What follows belongs to an exercise in optimizing a design on an open flow for small area, a short achievable clock period and few clock cycles per item; a production flow would make more cautious choices. Function was checked by simulation only, so behaviour that the tests miss may differ from the original. Power figures rest on the tool's default switching activity, not on a simulated workload.

==> job 397: inputs <==
==> flow/design.v <==
package lru_tc_pkg;
    localparam int ENTRIES  = 16;
    localparam int TAG_BITS = 64;
    localparam int MODE_W  = 2;
    localparam int KEY_W   = 64;
    localparam int LOC_W   = 8;
    localparam int STAMP_W = 32;
    localparam int IDX_W   = $clog2(ENTRIES);
    localparam int CNT_W   = $clog2(ENTRIES + 1);
    typedef enum logic [MODE_W-1:0] {
        MODE_LOOKUP = 2'd0,
        MODE_INSERT = 2'd1,
        MODE_REMOVE = 2'd2
    } mode_t;
    typedef enum logic [2:0] {
        ST_IDLE,
        ST_SCAN,
        ST_ACT,
        ST_SHIFT,
        ST_FINISH
    } state_t;
    typedef struct packed {
        logic load;
        logic scan;
        logic act;
        logic shift_init;
        logic shift;
        logic cnt_dec;
        logic finish;
    } dp_cmd_t;
    typedef struct packed {
        logic walk_done;
        logic remove_hit;
        logic out_free;
    } dp_status_t;
endpackage
module lru_tag_cache_top (
    input  logic               clk,
    input  logic               rst_n,
    input  logic               req_valid,
    output logic               req_ready,
    input  logic [lru_tc_pkg::MODE_W-1:0]  req_mode,
    input  logic [lru_tc_pkg::KEY_W-1:0]   req_key_tag,
    input  logic [lru_tc_pkg::LOC_W-1:0]   req_location,
    input  logic [lru_tc_pkg::STAMP_W-1:0] req_now,
    input  logic               rsp_ready,
    output logic               rsp_valid,
    output logic               rsp_hit,
    output logic [lru_tc_pkg::LOC_W-1:0]   rsp_found_location,
    output logic [lru_tc_pkg::CNT_W-1:0]   rsp_occupancy
);
    localparam int N  = lru_tc_pkg::ENTRIES;
    localparam int TW = lru_tc_pkg::TAG_BITS;
    localparam int LW = lru_tc_pkg::LOC_W;
    localparam int SW = lru_tc_pkg::STAMP_W;
    localparam int CW = lru_tc_pkg::CNT_W;
    logic [N-1:0]  v_q;
    logic [CW-1:0] cnt_q;
    logic [TW-1:0] tag_q [N];
    logic [LW-1:0] loc_q [N];
    logic [SW-1:0] stp_q [N];
    logic [N-1:0]  bef_q [N];
    logic [N-1:0]  bt_q  [N];
    logic          r_v_q;
    logic          rdy_q;
    logic [1:0]    r_mode_q;
    logic [TW-1:0] r_tag_q;
    logic [LW-1:0] r_loc_q;
    logic [SW-1:0] r_now_q;
    logic [N-1:0]  r_m_q;
    logic [N-1:0]  r_lt_q, r_eq_q;
    logic          r_same_e_q, r_lt_e_q, r_eq_e_q;
    logic [N-1:0]  w_tag_oh_q, w_stp_oh_q, w_rm_q;
    localparam int RW = 1 + LW + CW;
    logic [1:0]    f_cnt_q;
    logic          f_v_q;
    logic [RW-1:0] f_q [3];
    function automatic logic [1:0] lt_eq(input logic [SW-1:0] a, input logic [SW-1:0] b);
        logic [SW-1:0] l, e;
        l = ~a & b;
        e = ~(a ^ b);
        for (int w = 1; w < SW; w = w * 2)
        begin
            for (int k = 0; k < SW; k = k + 2 * w)
            begin
                l[k] = l[k + w] | (e[k + w] & l[k]);
                e[k] = e[k + w] & e[k];
            end
        end
        lt_eq = {l[0], e[0]};
    endfunction
    logic [N-1:0]  m_eff, lt_eff, eq_eff;
    logic          fire, hit, full;
    logic          is_l, is_i, is_r;
    logic [N-1:0]  free_oh, min_oh, tgt;
    logic [N-1:0]  w_new, w_stp, w_loc, w_app, rm;
    logic [N-1:0]  v_next;
    logic [CW-1:0] cnt_next;
    logic          res_hit;
    logic [LW-1:0] res_loc;
    always_comb
    begin
        for (int i = 0; i < N; i++)
        begin
            if (w_tag_oh_q[i])
                m_eff[i] = r_same_e_q;
            else if (w_rm_q[i])
                m_eff[i] = 1'b0;
            else
                m_eff[i] = r_m_q[i];
            if (w_stp_oh_q[i])
            begin
                lt_eff[i] = r_lt_e_q;
                eq_eff[i] = r_eq_e_q;
            end
            else
            begin
                lt_eff[i] = r_lt_q[i];
                eq_eff[i] = r_eq_q[i];
            end
        end
    end
    assign fire = r_v_q;
    assign hit  = |m_eff;
    assign full = cnt_q[CW-1];
    assign is_l = (r_mode_q == 2'd0);
    assign is_i = (r_mode_q == 2'd1);
    assign is_r = (r_mode_q == 2'd2);
    always_comb
    begin
        free_oh = '0;
        for (int i = N - 1; i >= 0; i--)
        begin
            if (!v_q[i])
            begin
                free_oh    = '0;
                free_oh[i] = 1'b1;
            end
        end
    end
    always_comb
    begin
        for (int i = 0; i < N; i++)
        begin
            min_oh[i] = 1'b1;
            for (int j = 0; j < N; j++)
            begin
                if (j > i)
                    min_oh[i] = min_oh[i] & bt_q[i][j];
                else if (j < i)
                    min_oh[i] = min_oh[i] & !bt_q[j][i];
            end
        end
    end
    assign tgt = full ? min_oh : free_oh;
    always_comb
    begin
        for (int i = 0; i < N; i++)
        begin
            w_new[i] = fire && is_i && !hit && tgt[i];
            w_app[i] = w_new[i] && !full;
            w_stp[i] = w_new[i] || (fire && (is_l || is_i) && m_eff[i]);
            w_loc[i] = fire && is_i && (hit ? m_eff[i] : tgt[i]);
            rm[i]    = fire && is_r && m_eff[i];
        end
    end
    assign v_next = (v_q | w_app) & ~rm;
    always_comb
    begin
        cnt_next = cnt_q;
        if (fire && is_i && !hit && !full)
            cnt_next = cnt_q + CW'(1);
        else if (fire && is_r && hit)
            cnt_next = cnt_q - CW'(1);
    end
    assign res_hit = hit && (is_l || is_i || is_r);
    always_comb
    begin
        res_loc = '0;
        for (int i = 0; i < N; i++)
            res_loc = res_loc | (m_eff[i] ? loc_q[i] : '0);
        if (!is_l)
            res_loc = '0;
    end
    always_ff @(posedge clk or negedge rst_n)
    begin
        if (!rst_n)
        begin
            v_q   <= '0;
            cnt_q <= '0;
        end
        else
        begin
            v_q   <= v_next;
            cnt_q <= cnt_next;
        end
    end
    for (genvar i = 0; i < N; i++)
    begin : g_ord
        for (genvar j = i + 1; j < N; j++)
        begin : g_pair
            always_ff @(posedge clk)
            begin
                if (w_app[i])
                    bef_q[i][j] <= 1'b0;
                else if (w_app[j])
                    bef_q[i][j] <= 1'b1;
                if (w_stp[i])
                    bt_q[i][j] <= lt_eff[j] || (eq_eff[j] && !w_app[i] && bef_q[i][j]);
                else if (w_stp[j])
                    bt_q[i][j] <= !(lt_eff[i] || (eq_eff[i] && !w_app[j] && !bef_q[i][j]));
            end
        end
    end
    always_ff @(posedge clk or negedge rst_n)
    begin
        if (!rst_n)
            w_tag_oh_q <= '0;
        else
            w_tag_oh_q <= w_new;
    end
    always_ff @(posedge clk)
    begin
        w_stp_oh_q <= w_stp;
        w_rm_q     <= rm;
    end
    for (genvar i = 0; i < N; i++)
    begin : g_ent
        always_ff @(posedge clk)
        begin
            if (w_new[i])
                tag_q[i] <= r_tag_q;
            if (w_loc[i])
                loc_q[i] <= r_loc_q;
            if (w_stp[i])
                stp_q[i] <= r_now_q;
        end
    end
    logic          acc;
    logic          same_e, lt_e, eq_e;
    logic [1:0]    le_e;
    logic [1:0]    le_q [N];
    logic [N-1:0]  m_in, lt_in, eq_in;
    assign acc    = req_valid && rdy_q;
    assign same_e = (req_key_tag == r_tag_q);
    assign le_e   = lt_eq(req_now, r_now_q);
    assign {lt_e, eq_e} = le_e;
    always_comb
    begin
        for (int i = 0; i < N; i++)
        begin
            m_in[i]  = v_q[i] && (req_key_tag == tag_q[i]);
            le_q[i]  = lt_eq(req_now, stp_q[i]);
            lt_in[i] = le_q[i][1];
            eq_in[i] = le_q[i][0];
        end
    end
    always_ff @(posedge clk)
    begin
        r_mode_q   <= req_mode;
        r_tag_q    <= req_key_tag;
        r_loc_q    <= req_location;
        r_now_q    <= req_now;
        r_m_q      <= m_in;
        r_lt_q     <= lt_in;
        r_eq_q     <= eq_in;
        r_same_e_q <= same_e;
        r_lt_e_q   <= lt_e;
        r_eq_e_q   <= eq_e;
    end
    logic          pop;
    logic [1:0]    f_cnt_next;
    logic [RW-1:0] res;
    assign pop        = f_v_q && rsp_ready;
    assign f_cnt_next = f_cnt_q - 2'(pop) + 2'(fire);
    assign res        = {res_hit, res_loc, cnt_next};
    always_ff @(posedge clk or negedge rst_n)
    begin
        if (!rst_n)
        begin
            r_v_q   <= 1'b0;
            rdy_q   <= 1'b1;
            f_cnt_q <= '0;
            f_v_q   <= 1'b0;
        end
        else
        begin
            r_v_q   <= acc;
            rdy_q   <= (3'(f_cnt_next) + 3'(acc)) <= 3'd2;
            f_cnt_q <= f_cnt_next;
            f_v_q   <= f_cnt_next != 2'd0;
        end
    end
    always_ff @(posedge clk)
    begin
        for (int k = 0; k < 3; k++)
        begin
            if (pop)
                f_q[k] <= (k < 2 && 2'(k + 1) < f_cnt_q) ? f_q[(k < 2) ? k + 1 : k] : res;
            else
                f_q[k] <= (2'(k) < f_cnt_q) ? f_q[k] : res;
        end
    end
    assign req_ready          = rdy_q;
    assign rsp_valid          = f_v_q;
    assign {rsp_hit, rsp_found_location, rsp_occupancy} = f_q[0];
endmodule
==> flow/flow/run.sh <==
#!/bin/bash
# The standard layout (standard.sh, unchanged synthesis, floorplan, power grid and
# routing), with two placement/repair settings changed:
#  - the port buffers are buf_4 cells instead of the delay buffers buffer_ports picks;
#  - timing repair may swap a cell for one of another footprint.
# make's full output goes to make_finish.log; each ORFS step keeps its own log under orfs/logs.
set -euo pipefail
bash standard.sh MATCH_CELL_FOOTPRINT=0 "BUFFER_PORTS_ARGS=-buffer_cell sky130_fd_sc_hd__buf_4" finish > make_finish.log 2>&1
==> flow/standard.sh <==
#!/bin/bash
# synth_recipe.tcl (not shown) runs the flow's synth.tcl, then flattens the netlist and writes it again
# the make line also repeats each setting of config.mk as NAME=value (left out here)
make -C /OpenROAD-flow-scripts/flow DESIGN_CONFIG=/design/flow/config.mk WORK_HOME=/design/flow/orfs CLKGATE_MAP_FILE= SYNTH_SCRIPT=/design/flow/synth_recipe.tcl "${@:-finish}"
==> flow/config.mk <==
export PLATFORM = sky130hd
export DESIGN_NAME = lru_tag_cache_top
export DESIGN_NICKNAME = lru_tag_cache_top
export VERILOG_FILES = /design/flow/design.v
export SDC_FILE = /design/flow/constraint.sdc
export NUM_CORES = 4
export LEC_CHECK = 0
export CAP_MARGIN = 20
export CORE_MARGIN = 2
export CORE_UTILIZATION = 40
export CTS_CLUSTER_DIAMETER = 100
export CTS_CLUSTER_SIZE = 20
export SETUP_SLACK_MARGIN = 2.5
export SLEW_MARGIN = 20
export TNS_END_PERCENT = 5
==> flow/constraint.sdc <==
create_clock -name core_clock -period 5.0 [get_ports {clk}]
set_input_delay 1.0000 -clock core_clock [delete_from_list [all_inputs] [get_ports {clk}]]
set_output_delay 1.0000 -clock core_clock [all_outputs]
set_load 0.01 [all_outputs]
==> inputs of job 5047, as changes to job 397 <==
--- a/flow/design.v
+++ b/flow/design.v
@@ -71,5 +71,10 @@
     logic [N-1:0]  r_lt_q, r_eq_q;
     logic          r_same_e_q, r_lt_e_q, r_eq_e_q;
-    logic [N-1:0]  w_tag_oh_q, w_stp_oh_q, w_rm_q;
+    logic          r_same_w_q, r_lt_w_q, r_eq_w_q;
+    logic [N-1:0]  r_wtag_q, r_wstp_q;
+    logic [N-1:0]  w_tag_oh_q, w_loc_oh_q, w_stp_oh_q, w_rm_q;
+    logic [TW-1:0] w_tag_q;
+    logic [LW-1:0] w_loc_q;
+    logic [SW-1:0] w_now_q;
     localparam int RW = 1 + LW + CW;
     logic [1:0]    f_cnt_q;
@@ -107,4 +112,6 @@
             else if (w_rm_q[i])
                 m_eff[i] = 1'b0;
+            else if (r_wtag_q[i])
+                m_eff[i] = r_same_w_q;
             else
                 m_eff[i] = r_m_q[i];
@@ -114,4 +121,9 @@
                 eq_eff[i] = r_eq_e_q;
             end
+            else if (r_wstp_q[i])
+            begin
+                lt_eff[i] = r_lt_w_q;
+                eq_eff[i] = r_eq_w_q;
+            end
             else
             begin
@@ -179,5 +191,5 @@
         res_loc = '0;
         for (int i = 0; i < N; i++)
-            res_loc = res_loc | (m_eff[i] ? loc_q[i] : '0);
+            res_loc = res_loc | (m_eff[i] ? (w_loc_oh_q[i] ? w_loc_q : loc_q[i]) : '0);
         if (!is_l)
             res_loc = '0;
@@ -213,15 +225,13 @@
         end
     end
-    always_ff @(posedge clk or negedge rst_n)
-    begin
-        if (!rst_n)
-            w_tag_oh_q <= '0;
-        else
-            w_tag_oh_q <= w_new;
-    end
     always_ff @(posedge clk)
     begin
+        w_tag_oh_q <= w_new;
+        w_loc_oh_q <= w_loc;
         w_stp_oh_q <= w_stp;
         w_rm_q     <= rm;
+        w_tag_q    <= r_tag_q;
+        w_loc_q    <= r_loc_q;
+        w_now_q    <= r_now_q;
     end
     for (genvar i = 0; i < N; i++)
@@ -229,21 +239,24 @@
         always_ff @(posedge clk)
         begin
-            if (w_new[i])
-                tag_q[i] <= r_tag_q;
-            if (w_loc[i])
-                loc_q[i] <= r_loc_q;
-            if (w_stp[i])
-                stp_q[i] <= r_now_q;
+            if (w_tag_oh_q[i])
+                tag_q[i] <= w_tag_q;
+            if (w_loc_oh_q[i])
+                loc_q[i] <= w_loc_q;
+            if (w_stp_oh_q[i])
+                stp_q[i] <= w_now_q;
         end
     end
     logic          acc;
-    logic          same_e, lt_e, eq_e;
-    logic [1:0]    le_e;
+    logic          same_e, same_w, lt_e, eq_e, lt_w, eq_w;
+    logic [1:0]    le_e, le_w;
     logic [1:0]    le_q [N];
     logic [N-1:0]  m_in, lt_in, eq_in;
     assign acc    = req_valid && rdy_q;
     assign same_e = (req_key_tag == r_tag_q);
+    assign same_w = (req_key_tag == w_tag_q);
     assign le_e   = lt_eq(req_now, r_now_q);
+    assign le_w   = lt_eq(req_now, w_now_q);
     assign {lt_e, eq_e} = le_e;
+    assign {lt_w, eq_w} = le_w;
     always_comb
     begin
@@ -268,4 +281,9 @@
         r_lt_e_q   <= lt_e;
         r_eq_e_q   <= eq_e;
+        r_same_w_q <= same_w;
+        r_lt_w_q   <= lt_w;
+        r_eq_w_q   <= eq_w;
+        r_wtag_q   <= w_tag_oh_q;
+        r_wstp_q   <= w_stp_oh_q;
     end
     logic          pop;
==> flow/run.sh (new file) <==
#!/bin/bash
# synth_recipe.tcl (not shown) runs the flow's synth.tcl, then flattens the netlist and writes it again
# the make line also repeats each setting of config.mk as NAME=value (left out here)
make -C /OpenROAD-flow-scripts/flow DESIGN_CONFIG=/design/flow/config.mk WORK_HOME=/design/flow/orfs CLKGATE_MAP_FILE= SYNTH_SCRIPT=/design/flow/synth_recipe.tcl finish
Settings changed: CORE_UTILIZATION 40 to 55, SETUP_SLACK_MARGIN 2.5 to 2.4, TNS_END_PERCENT 5 to 100.
removed: flow/flow/run.sh
removed: flow/standard.sh
==> qor summary <==
|  | job 5047 | job 397 |
|---|---|---|
| Reg2Reg Depth | 11 | 5 |
| Number of nets in the layout | 8897 | 7972 |
| Synthesized area | 100000 um^2 | 94200 um^2 |
| Xor and xnor area share after synthesis | 8.07% | 7.49% |
| Maximum fanout encountered on the critical timing path | 8 | 12 |
| Post-route non-filler standard cell count | 10700 | 10600 |
| Skew final | 27.6 ps | 49.9 ps |
| Multi-Input Combinational | 4583 | 4119 |
| Time the worst path needs with I/O delays and setup | 2910 ps | 2980 ps |
| Outcome | finished clean | finished clean |
| Multi-input gate share of total cell area | 31.8% | 29.0% |
| WP buf/inv | 4 | 3 |
| Seq/Total Area, Yosys | 63.6% | 65.6% |
| Leakage power | 0.0443 uW | 0.0392 uW |
| Most prevalent standard cell on the critical path | buf_6 | buf_4 |
| TAP cells | 2370 | 3150 |
| Seq. cell area | 63700 um^2 | 61800 um^2 |
| Count of standard-cell rows | 156 | 178 |
| Routability congestion estimate | 1.04 | 0.991 |
Testbench counts of job 397, summed over its fixed seeds: cycles 20,016, items 20,000.
Testbench counts of job 5047, summed over its fixed seeds: cycles 20,016, items 20,000.

==> port drivers added, routing unchanged <==
No port has a modelled driver above. Below, the same layouts with a new extraction and two added sets of constraints.
Step 1 (the two cells are an assumption about what drives the block):
set clk [get_ports {clk}]
set_driving_cell -lib_cell sky130_fd_sc_hd__clkbuf_16 $clk
set_driving_cell -lib_cell sky130_fd_sc_hd__buf_2 [delete_from_list [all_inputs] $clk]
Step 2 also shifts input and output timing later by t, the mid clock arrival at the registers, as if the neighbouring blocks saw the same clock.
Slacks: no drivers / after step 1 / after step 2; pairs: no drivers / after step 1.
run	t, ns	setup slack, ns	hold slack, ns	cell pins on the clock port's net
job 397	0.903	2.021 / 2.027 / 1.124	0.213 / 0.147 / 0.430	1
job 5047	0.921	2.094 / 2.094 / 1.395	0.289 / 0.233 / 0.323	1
After both steps every run listed still meets setup and hold. The setup slack of job 397, which loses most, moves by +0.006 ns with the drivers and by -0.897 ns with both steps.
